This is an optimization exercise on Yosys and OpenROAD, whose aim is small area and few clock cycles per item, not a production implementation.
The RTL was checked by simulation tests, not by an equivalence proof against the original design.

==> design/flow/design.v <==
`timescale 1ns / 1ps
package uer_pkg;
  typedef enum logic [1:0] {
    PH_IDLE = 2'd0,
    PH_TRIG = 2'd1,
    PH_WAIT = 2'd2,
    PH_MEAS = 2'd3
  } phase_e;
  typedef enum logic {
    CFG_NEAR_THRESHOLD = 1'b0,
    CFG_TRIGGER_TICKS  = 1'b1
  } cfg_idx_e;
  localparam int unsigned CFG_IDX_W   = 1;
  localparam int unsigned CFG_DATA_W  = 16;
  localparam int unsigned THRESH_W    = 16;
  localparam int unsigned TICKS_W     = 8;
  localparam int unsigned SAMP_W      = 3;
  localparam int unsigned CM_W        = 15;
  localparam int unsigned HUND_W      = 7;
  localparam int unsigned CM_MAX      = 32767;
  localparam int unsigned THR_MILLI_W = 26;
  localparam int unsigned IN_TDATA_W  = 8;
  localparam int unsigned OUT_TDATA_W = 32;
  localparam logic [THRESH_W-1:0] THRESH_RST = 16'd20;
  localparam logic [TICKS_W-1:0]  TICKS_RST  = 8'd15;
  typedef struct packed {
    logic trigger;
    logic result;
    logic saturated;
  } flags_t;
endpackage
`timescale 1ns / 1ps
module uer_ctrl #(
  parameter int unsigned SAMPLES    = 5,
  parameter int unsigned WIDTH_BITS = 20,
  localparam int unsigned SUM_W     = WIDTH_BITS + 3
) (
  input  logic                          clk_i,
  input  logic                          rst_ni,
  input  logic [uer_pkg::TICKS_W-1:0]   trigger_ticks_i,
  input  logic                          in_valid_i,
  output logic                          in_ready_o,
  input  logic                          echo_level_i,
  input  logic                          start_request_i,
  output logic                          out_valid_o,
  input  logic                          out_ready_i,
  output uer_pkg::flags_t               out_flags_o,
  output logic [SUM_W-1:0]              out_sum_o
);
  localparam logic [WIDTH_BITS-1:0] WMAX = {WIDTH_BITS{1'b1}};
  uer_pkg::phase_e                phase_q, phase_d;
  logic [uer_pkg::TICKS_W-1:0]    cnt_q, cnt_d, cnt_inc, len;
  logic [WIDTH_BITS-1:0] pw_q, pw_d;
  logic [SUM_W-1:0]      sum_q, sum_d, sum_new;
  logic [uer_pkg::SAMP_W-1:0]     samp_q, samp_d, samp_inc;
  logic                  sat_q, sat_d;
  uer_pkg::flags_t                res_flags;
  logic [SUM_W-1:0]      res_sum;
  logic                  fire;
  logic                  o_valid_q;
  uer_pkg::flags_t                o_flags_q;
  logic [SUM_W-1:0]      o_sum_q;
  assign in_ready_o = !o_valid_q || out_ready_i;
  assign fire       = in_valid_i && in_ready_o;
  assign len        = (trigger_ticks_i == '0) ? uer_pkg::TICKS_W'(1) : trigger_ticks_i;
  assign cnt_inc    = cnt_q + uer_pkg::TICKS_W'(1);
  assign samp_inc   = samp_q + uer_pkg::SAMP_W'(1);
  assign sum_new    = sum_q + SUM_W'(pw_q);
  always_comb begin
    phase_d   = phase_q;
    cnt_d     = cnt_q;
    pw_d      = pw_q;
    sum_d     = sum_q;
    samp_d    = samp_q;
    sat_d     = sat_q;
    res_flags = '0;
    res_sum   = '0;
    unique case (phase_q)
      uer_pkg::PH_IDLE: begin
        if (start_request_i) begin
          phase_d = uer_pkg::PH_TRIG;
          cnt_d   = '0;
          pw_d    = '0;
          sum_d   = '0;
          samp_d  = '0;
          sat_d   = 1'b0;
        end
      end
      uer_pkg::PH_TRIG: begin
        res_flags.trigger = 1'b1;
        cnt_d = cnt_inc;
        if (cnt_inc >= len || cnt_inc == '0) begin
          phase_d = uer_pkg::PH_WAIT;
        end
      end
      uer_pkg::PH_WAIT: begin
        if (echo_level_i) begin
          pw_d    = WIDTH_BITS'(1);
          phase_d = uer_pkg::PH_MEAS;
        end
      end
      uer_pkg::PH_MEAS: begin
        if (echo_level_i) begin
          if (pw_q != WMAX) begin
            pw_d = pw_q + WIDTH_BITS'(1);
          end
          if (pw_q >= WMAX - WIDTH_BITS'(1)) begin
            sat_d = 1'b1;
          end
        end else begin
          pw_d  = '0;
          cnt_d = '0;
          if (samp_inc >= uer_pkg::SAMP_W'(SAMPLES) || samp_inc == '0) begin
            res_flags.result    = 1'b1;
            res_flags.saturated = sat_q;
            res_sum             = sum_new;
            phase_d = uer_pkg::PH_IDLE;
            sum_d   = '0;
            samp_d  = '0;
            sat_d   = 1'b0;
          end else begin
            sum_d   = sum_new;
            samp_d  = samp_inc;
            phase_d = uer_pkg::PH_TRIG;
          end
        end
      end
      default: phase_d = uer_pkg::PH_IDLE;
    endcase
  end
  always_ff @(posedge clk_i or negedge rst_ni) begin
    if (!rst_ni) begin
      phase_q <= uer_pkg::PH_IDLE;
      cnt_q   <= '0;
      pw_q    <= '0;
      sum_q   <= '0;
      samp_q  <= '0;
      sat_q   <= 1'b0;
    end else if (fire) begin
      phase_q <= phase_d;
      cnt_q   <= cnt_d;
      pw_q    <= pw_d;
      sum_q   <= sum_d;
      samp_q  <= samp_d;
      sat_q   <= sat_d;
    end
  end
  always_ff @(posedge clk_i or negedge rst_ni) begin
    if (!rst_ni) begin
      o_valid_q <= 1'b0;
    end else if (in_ready_o) begin
      o_valid_q <= in_valid_i;
    end
  end
  always_ff @(posedge clk_i) begin
    if (fire) begin
      o_flags_q <= res_flags;
      o_sum_q   <= res_sum;
    end
  end
  assign out_valid_o = o_valid_q;
  assign out_flags_o = o_flags_q;
  assign out_sum_o   = o_sum_q;
endmodule
`timescale 1ns / 1ps
module uer_scale #(
  parameter int unsigned SAMPLES    = 5,
  parameter int unsigned WIDTH_BITS = 20,
  localparam int unsigned SUM_W     = WIDTH_BITS + 3
) (
  input  logic                          clk_i,
  input  logic                          rst_ni,
  input  logic [uer_pkg::THRESH_W-1:0]  near_threshold_i,
  input  logic                          in_valid_i,
  output logic                          in_ready_o,
  input  uer_pkg::flags_t               in_flags_i,
  input  logic [SUM_W-1:0]              in_sum_i,
  output logic                          out_valid_o,
  input  logic                          out_ready_i,
  output logic                          trigger_level_o,
  output logic                          result_valid_o,
  output logic [uer_pkg::CM_W-1:0]      distance_cm_o,
  output logic [uer_pkg::HUND_W-1:0]    distance_hundredths_o,
  output logic                          near_flag_o,
  output logic                          width_saturated_o
);
  localparam int unsigned AVG_SH   = SUM_W + 3;
  localparam int unsigned AVG_M_W  = AVG_SH + 1;
  localparam logic [63:0] AVG_M    =
    ((64'd1 << AVG_SH) + 64'(SAMPLES) - 64'd1) / 64'(SAMPLES);
  localparam int unsigned AVG_P_W  = SUM_W + AVG_M_W;
  localparam int unsigned MILLI_W  = WIDTH_BITS + 5;
  localparam int unsigned CM_SH    = MILLI_W + 10;
  localparam int unsigned CM_M_W   = MILLI_W + 1;
  localparam logic [63:0] CM_M     = ((64'd1 << CM_SH) + 64'd999) / 64'd1000;
  localparam int unsigned CM_P_W   = MILLI_W + CM_M_W;
  localparam int unsigned CMR_W    = MILLI_W - 9;
  localparam int unsigned CMX_W    = (CMR_W > uer_pkg::CM_W) ? CMR_W : uer_pkg::CM_W;
  localparam int unsigned CEN_SH   = MILLI_W + 4;
  localparam int unsigned CEN_M_W  = MILLI_W + 1;
  localparam logic [63:0] CEN_M    = ((64'd1 << CEN_SH) + 64'd9) / 64'd10;
  localparam int unsigned CEN_P_W  = MILLI_W + CEN_M_W;
  localparam int unsigned CEN_W    = MILLI_W - 3;
  localparam int unsigned CMP_W    = (MILLI_W > uer_pkg::THR_MILLI_W) ? MILLI_W : uer_pkg::THR_MILLI_W;
  logic rdy1, rdy2, rdy3, rdy4;
  logic v1_q, v2_q, v3_q, v4_q;
  uer_pkg::flags_t                 f1_q, f2_q, f3_q;
  logic [WIDTH_BITS-1:0]  avg1_q;
  logic [uer_pkg::THR_MILLI_W-1:0] thr1_q, thr2_q;
  logic [MILLI_W-1:0]     milli2_q;
  logic [CMR_W-1:0]       cm3_q;
  logic [CEN_W-1:0]       cen3_q;
  logic                   near3_q;
  logic [AVG_P_W-1:0]     avg_prod;
  logic [CM_P_W-1:0]      cm_prod;
  logic [CEN_P_W-1:0]     cen_prod;
  logic [MILLI_W-1:0]     milli;
  logic [CMX_W-1:0]       cm_ext;
  logic [uer_pkg::CM_W-1:0]        cm_sat;
  logic [CEN_W-1:0]       hund_full;
  logic                   trig4_q, res4_q, near4_q, sat4_q;
  logic [uer_pkg::CM_W-1:0]        cm4_q;
  logic [uer_pkg::HUND_W-1:0]      hund4_q;
  assign rdy4       = !v4_q || out_ready_i;
  assign rdy3       = !v3_q || rdy4;
  assign rdy2       = !v2_q || rdy3;
  assign rdy1       = !v1_q || rdy2;
  assign in_ready_o = rdy1;
  always_ff @(posedge clk_i or negedge rst_ni) begin
    if (!rst_ni) begin
      v1_q <= 1'b0;
      v2_q <= 1'b0;
      v3_q <= 1'b0;
      v4_q <= 1'b0;
    end else begin
      if (rdy1) v1_q <= in_valid_i;
      if (rdy2) v2_q <= v1_q;
      if (rdy3) v3_q <= v2_q;
      if (rdy4) v4_q <= v3_q;
    end
  end
  assign avg_prod = AVG_P_W'(in_sum_i) * AVG_P_W'(AVG_M[AVG_M_W-1:0]);
  always_ff @(posedge clk_i) begin
    if (rdy1 && in_valid_i) begin
      f1_q   <= in_flags_i;
      avg1_q <= avg_prod[AVG_SH +: WIDTH_BITS];
      thr1_q <= uer_pkg::THR_MILLI_W'(near_threshold_i) * uer_pkg::THR_MILLI_W'(1000);
    end
  end
  assign milli = (MILLI_W'(avg1_q) << 4) + MILLI_W'(avg1_q);
  always_ff @(posedge clk_i) begin
    if (rdy2 && v1_q) begin
      f2_q     <= f1_q;
      milli2_q <= milli;
      thr2_q   <= thr1_q;
    end
  end
  assign cm_prod  = CM_P_W'(milli2_q) * CM_P_W'(CM_M[CM_M_W-1:0]);
  assign cen_prod = CEN_P_W'(milli2_q) * CEN_P_W'(CEN_M[CEN_M_W-1:0]);
  always_ff @(posedge clk_i) begin
    if (rdy3 && v2_q) begin
      f3_q    <= f2_q;
      cm3_q   <= cm_prod[CM_SH +: CMR_W];
      cen3_q  <= cen_prod[CEN_SH +: CEN_W];
      near3_q <= CMP_W'(milli2_q) <= CMP_W'(thr2_q);
    end
  end
  assign cm_ext    = CMX_W'(cm3_q);
  assign cm_sat    = (cm_ext > CMX_W'(uer_pkg::CM_MAX)) ? uer_pkg::CM_W'(uer_pkg::CM_MAX) : cm_ext[uer_pkg::CM_W-1:0];
  assign hund_full = cen3_q - CEN_W'(cm3_q) * CEN_W'(100);
  always_ff @(posedge clk_i) begin
    if (rdy4 && v3_q) begin
      trig4_q <= f3_q.trigger;
      res4_q  <= f3_q.result;
      if (f3_q.result) begin
        cm4_q   <= cm_sat;
        hund4_q <= hund_full[uer_pkg::HUND_W-1:0];
        near4_q <= near3_q;
        sat4_q  <= f3_q.saturated;
      end else begin
        cm4_q   <= '0;
        hund4_q <= '0;
        near4_q <= 1'b0;
        sat4_q  <= 1'b0;
      end
    end
  end
  assign out_valid_o           = v4_q;
  assign trigger_level_o       = trig4_q;
  assign result_valid_o        = res4_q;
  assign distance_cm_o         = cm4_q;
  assign distance_hundredths_o = hund4_q;
  assign near_flag_o           = near4_q;
  assign width_saturated_o     = sat4_q;
endmodule
`timescale 1ns / 1ps
module ultrasonic_echo_ranger #(
  parameter int unsigned SAMPLES    = 5,
  parameter int unsigned WIDTH_BITS = 20
) (
  input  logic                              clk_i,
  input  logic                              rst_ni,
  input  logic [uer_pkg::IN_TDATA_W-1:0]    s_axis_tdata,
  input  logic                              s_axis_tvalid,
  output logic                              s_axis_tready,
  output logic [uer_pkg::OUT_TDATA_W-1:0]   m_axis_tdata,
  output logic                              m_axis_tvalid,
  input  logic                              m_axis_tready,
  input  logic                              cfg_we_i,
  input  logic [uer_pkg::CFG_IDX_W-1:0]     cfg_idx_i,
  input  logic [uer_pkg::CFG_DATA_W-1:0]    cfg_wdata_i
);
  localparam int unsigned SUM_W = WIDTH_BITS + 3;
  logic [uer_pkg::THRESH_W-1:0] thresh_q;
  logic [uer_pkg::TICKS_W-1:0]  ticks_q;
  logic                ctl_valid, ctl_ready;
  uer_pkg::flags_t              ctl_flags;
  logic [SUM_W-1:0]    ctl_sum;
  logic                trig, res, near, sat;
  logic [uer_pkg::CM_W-1:0]     cm;
  logic [uer_pkg::HUND_W-1:0]   hund;
  always_ff @(posedge clk_i or negedge rst_ni) begin
    if (!rst_ni) begin
      thresh_q <= uer_pkg::THRESH_RST;
      ticks_q  <= uer_pkg::TICKS_RST;
    end else if (cfg_we_i) begin
      unique case (cfg_idx_i)
        uer_pkg::CFG_NEAR_THRESHOLD: thresh_q <= cfg_wdata_i[uer_pkg::THRESH_W-1:0];
        uer_pkg::CFG_TRIGGER_TICKS:  ticks_q  <= cfg_wdata_i[uer_pkg::TICKS_W-1:0];
        default: ;
      endcase
    end
  end
  uer_ctrl #(
    .SAMPLES    (SAMPLES),
    .WIDTH_BITS (WIDTH_BITS)
  ) u_ctrl (
    .clk_i           (clk_i),
    .rst_ni          (rst_ni),
    .trigger_ticks_i (ticks_q),
    .in_valid_i      (s_axis_tvalid),
    .in_ready_o      (s_axis_tready),
    .echo_level_i    (s_axis_tdata[0]),
    .start_request_i (s_axis_tdata[1]),
    .out_valid_o     (ctl_valid),
    .out_ready_i     (ctl_ready),
    .out_flags_o     (ctl_flags),
    .out_sum_o       (ctl_sum)
  );
  uer_scale #(
    .SAMPLES    (SAMPLES),
    .WIDTH_BITS (WIDTH_BITS)
  ) u_scale (
    .clk_i                 (clk_i),
    .rst_ni                (rst_ni),
    .near_threshold_i      (thresh_q),
    .in_valid_i            (ctl_valid),
    .in_ready_o            (ctl_ready),
    .in_flags_i            (ctl_flags),
    .in_sum_i              (ctl_sum),
    .out_valid_o           (m_axis_tvalid),
    .out_ready_i           (m_axis_tready),
    .trigger_level_o       (trig),
    .result_valid_o        (res),
    .distance_cm_o         (cm),
    .distance_hundredths_o (hund),
    .near_flag_o           (near),
    .width_saturated_o     (sat)
  );
  assign m_axis_tdata = {6'd0, sat, near, hund, cm, res, trig};
endmodule
==> design/flow/run.sh <==
#!/bin/bash
# synth_recipe.tcl (not shown) runs the flow's synth.tcl, then flattens the netlist and writes it again
# the make line also repeats each setting of config.mk as NAME=value (left out here)
make -C /OpenROAD-flow-scripts/flow DESIGN_CONFIG=/design/flow/config.mk WORK_HOME=/design/flow/orfs CLKGATE_MAP_FILE= SYNTH_SCRIPT=/design/flow/synth_recipe.tcl finish
==> design/flow/config.mk <==
export PLATFORM = sky130hd
export DESIGN_NAME = ultrasonic_echo_ranger
export DESIGN_NICKNAME = ultrasonic_echo_ranger
export VERILOG_FILES = /design/flow/design.v
export SDC_FILE = /design/flow/constraint.sdc
export NUM_CORES = 4
export LEC_CHECK = 0
export CAP_MARGIN = 20
export CORE_MARGIN = 2
export CORE_UTILIZATION = 40
export SLEW_MARGIN = 20
==> design/flow/constraint.sdc <==
create_clock -name core_clock -period 9.0 [get_ports {clk_i}]
set_input_delay 1.8000 -clock core_clock [delete_from_list [all_inputs] [get_ports {clk_i}]]
set_output_delay 1.8000 -clock core_clock [all_outputs]
set_load 0.01 [all_outputs]
==> impl_metrics.csv <==
group,metric,value,unit
sta,setup_tns,0,ns
routing,route.detailed.drc,0,
die,fp.dieW,316,um
finish,fin_cells,5022,
placed_design,placedCellCount,4960,
job,drv_cap,0,
global_routing,grt_first_pass_wirelength,142,mm
clock_network,clock_sinks,262,
clock_network,hold_buffers,0,
sta,rsz0062_at_grt,"false",
outcome,outcome,"timing/DRC/antenna clean",
synth,synthesis.area_per_instance,10.7,um2
critical_path,r2r_slack,1.45,ns
sta,slew-limit-headroom,26.1,%
clock_network,clk_path_buf_depth,3,
global_routing,grt_pass1_vias,26100,
critical_path,critPathKind,"flop to flop",
synth,ys_types,73,
global_routing,globalRouteOverflowTotal,0,
critical_path,crit_path_max_fanout,13,
global_routing,grt.total_usage,18.3,%
sta,post-route-period-util,83.9,%
routing,drt-wirelength-per-cell,17.6,um
sta,drv_slew,0,
synth,synthCells,3627,
placed_design,io_buffers,51,
finish,synthToLayoutAreaGrowth,8.49,%
die,initial_core_util,40.3,%
global_routing,grt_max_degree,79,
critical_path,crit_required,9.29,ns
critical_path,arrival,7.84,ns
clock_network,clock-root-buffer,"clkbuf_16",
synth,synth_ff_type,"edfxtp_1",
die,io_pins,64,
sta,hold_viol,0,
sta,tightest_slew,1.11,ns
synth,synth-edff-count,176,
worst_hold_path,min_path_type,"flop to flop",
global_routing,antenna_found_initial,1,
sta,clock_skew,0.0170,ns
synth,postSynth.asyncResetShare,32.8,%
routing,vias_per_cell,4.88,
die,core_area,96600,um2
sta,max_freq,0.132,GHz
sta,fin_crit,7.55,ns
placed_design,dp_hpwl,75.2,mm
synth,netlist_area,39000,um2
placed_design,gp_congestion,0.927,
synth,yosys_warnings,3,
critical_path,cp-end-kind,"flop",
finish,multiInputGateArea,27600,um2
clock_network,cts_tree,"yes",
die,fp.dieArea,99900,um2
routing,vias,24500,
critical_path,cp-start-kind,"flop",
clock_network,cts.clk_slew.worst_paths,0.06,ns
finish,drive_gt1_share,3.98,%
sta,setup_violations,0,
finish,antennaDiodeCount,0,
clock_network,clkLatencyLatePin,0.56,ns
finish,nFillCells,9156,
clock_network,cts.repair.resized,0,
clock_network,cts_htree_levels,2,
finish,seqCellArea,7440,um2
routing,detail_route.iter0.violations,1043,
clock_network,numCtsBuffers,34,
routing,drt_wl_total,88.2,mm
die,rows,114,
clock_network,cts_setup_buffers,0,
die,die-height,316,um
synth,yosysSeqAreaShare,19.1,%
synth,ys_ff_latch,262,
routing,firstDrtPassIters,7,
finish,nNetsFinal,5085,
routing,postRouteAntennaNets,0,
[placed cells by master, fill, tap and decap left out, types with 50 or more instances in the layout]
| master | Yosys | final |
|---|---|---|
| ha_1 | 745 | 745 |
| fa_1 | 590 | 590 |
| xnor2_1 | 101 | 101 |
| nand3_1 | 52 | 52 |
| dfrtp_1 | 80 | 80 |
| nor2_1 | 93 | 93 |
| nand2_1 | 85 | 85 |
| edfxtp_1 | 176 | 176 |
| o21ai_0 | 59 | 59 |
| a21oi_1 | 108 | 108 |
| inv_1 | 993 | 993 |
| clkdlybuf4s50_1 | 0 | 50 |
[logic make-up after synthesis]
group	share of synthesized area (%)
AOI/OAI and AO/OA	7.45
xor gates and xnor gates	3.26
adders and majority gates	54.2
buffers and inverters	10.0
DFF	19.1
muxes	0.665
other	0.00962
and+or+nand+nor	5.28
[stage by stage]
step / setup WS [ns] / utilization (%) / hold WS [ns] / area (um2)
finish: 1.45 / 43.8 / 0.417 / 42300
global route: 1.08 / 43.8 / 0.419 / 42300
CTS: 1.33 / 43.8 / 0.417 / 42300
detailed placement: 1.36 / 42.6 / 0.405 / 41200
global placement: 1.39 / 42.6 / 0.403 / 41200
floorplan: 2.53 / - / 0.400 / 39000
[critical path: stages, from the launching register on]
cell and delay, ns:
edfxtp_1 1.08, ha_1 0.67, inv_1 0.32, fa_1 0.59
inv_1 0.06, fa_1 0.47, ha_1 0.30, ha_1 0.29
inv_1 0.06, fa_1 0.54, inv_1 0.06, fa_1 0.49
ha_1 0.33, a21oi_1 0.15, nor2_1 0.05, o31ai_1 0.38
a31oi_1 0.14, a211o_1 0.38, a31oi_1 0.42, o21ai_1 0.20
a21oi_1 0.21, xnor2_1 0.09
[registers in the layout, summed over array words and instances, names as in the netlist, 7 cells and up]
signal            flops
u_scale.cm4_q        15
u_scale.cm3_q        16
ticks_q               8
u_ctrl.pw_q          20
u_scale.hund4_q       7
u_scale.avg1_q       20
u_ctrl.o_sum_q       23
u_scale.thr1_q       23
u_scale.thr2_q       23
u_scale.cen3_q        7
thresh_q             16
u_scale.milli2_q     25
u_ctrl.sum_q         23
u_ctrl.cnt_q          8
[worst paths after layout]
kind                                           from           endpoint  cells past startpoint
worst max-delay path            u_scale.milli2_q[2]  u_scale.cen3_q[6]                     21
worst min-delay path              u_scale.thr1_q[9]  u_scale.thr2_q[9]                      0
worst max register to register  u_scale.milli2_q[2]  u_scale.cen3_q[6]                     21
worst min register to register    u_scale.thr1_q[9]  u_scale.thr2_q[9]                      0
max in group asynchronous                    rst_ni     u_ctrl.pw_q[6]                      2
min in group asynchronous                    rst_ni        thresh_q[8]                      1
[routing by layer]
layer,global-route usage [%],vias to the layer above,part of all wire [%]
li1,-,11800,-
met1,23.6,12100,44
met2,32.5,400,50
met3,2.47,124,4.1
met4,4.46,2,2.6
met5,0,-,0.015
[final cells by class]
type / instances / share of cell area (%)
Multi-Input combinational cell: 2343 / 65.4
Sequential cell: 262 / 17.6
Inverter: 994 / 8.83
Tap cell: 1276 / 3.78
Clock buffer: 42 / 2.11
Timing Repair Buffer: 85 / 1.81
Clock inverter: 20 / 0.459
[synth_stat cells, drive strengths merged (23+ instances only)]
library cell,number,area share [%]
mux2,23,0.66
ha,745,24
xor2,44,0.99
edfxtp,176,14
o21ai,80,1.0
xnor2,101,2.3
nand2,85,0.82
a21o,44,0.85
nor3,23,0.30
fa,590,30
a21oi,111,1.5
inv,994,9.6
dfrtp,80,5.1
nor2,93,0.90
nand3,52,0.67
o21a,36,0.69
and2,34,0.55
Testbench counts, summed over its fixed seeds: cycles 320,040, items 320,000.

[static timing again, ports no longer ideal]
The flow's constraints put no driver on any port. The routed layout listed below was extracted and timed again, unchanged, in two steps.
Step 1 assumes that a clkbuf_16 drives the clock port and a buf_2 every other input.
Step 2 also shifts input and output timing later by t, the mid clock arrival at the registers, as if the neighbouring blocks saw the same clock.
Three values: ideal ports, drivers, drivers and shift; two values: the first two.
t, ns: 0.604
slack for setup (ns): 1.451 / 1.451 / 1.451
clock arrival spread, ns: 0.018 / 0.018
After both steps setup and hold are still met in this run. The setup slack of this run moves by 0.000 ns with the drivers and by 0.000 ns with both steps.
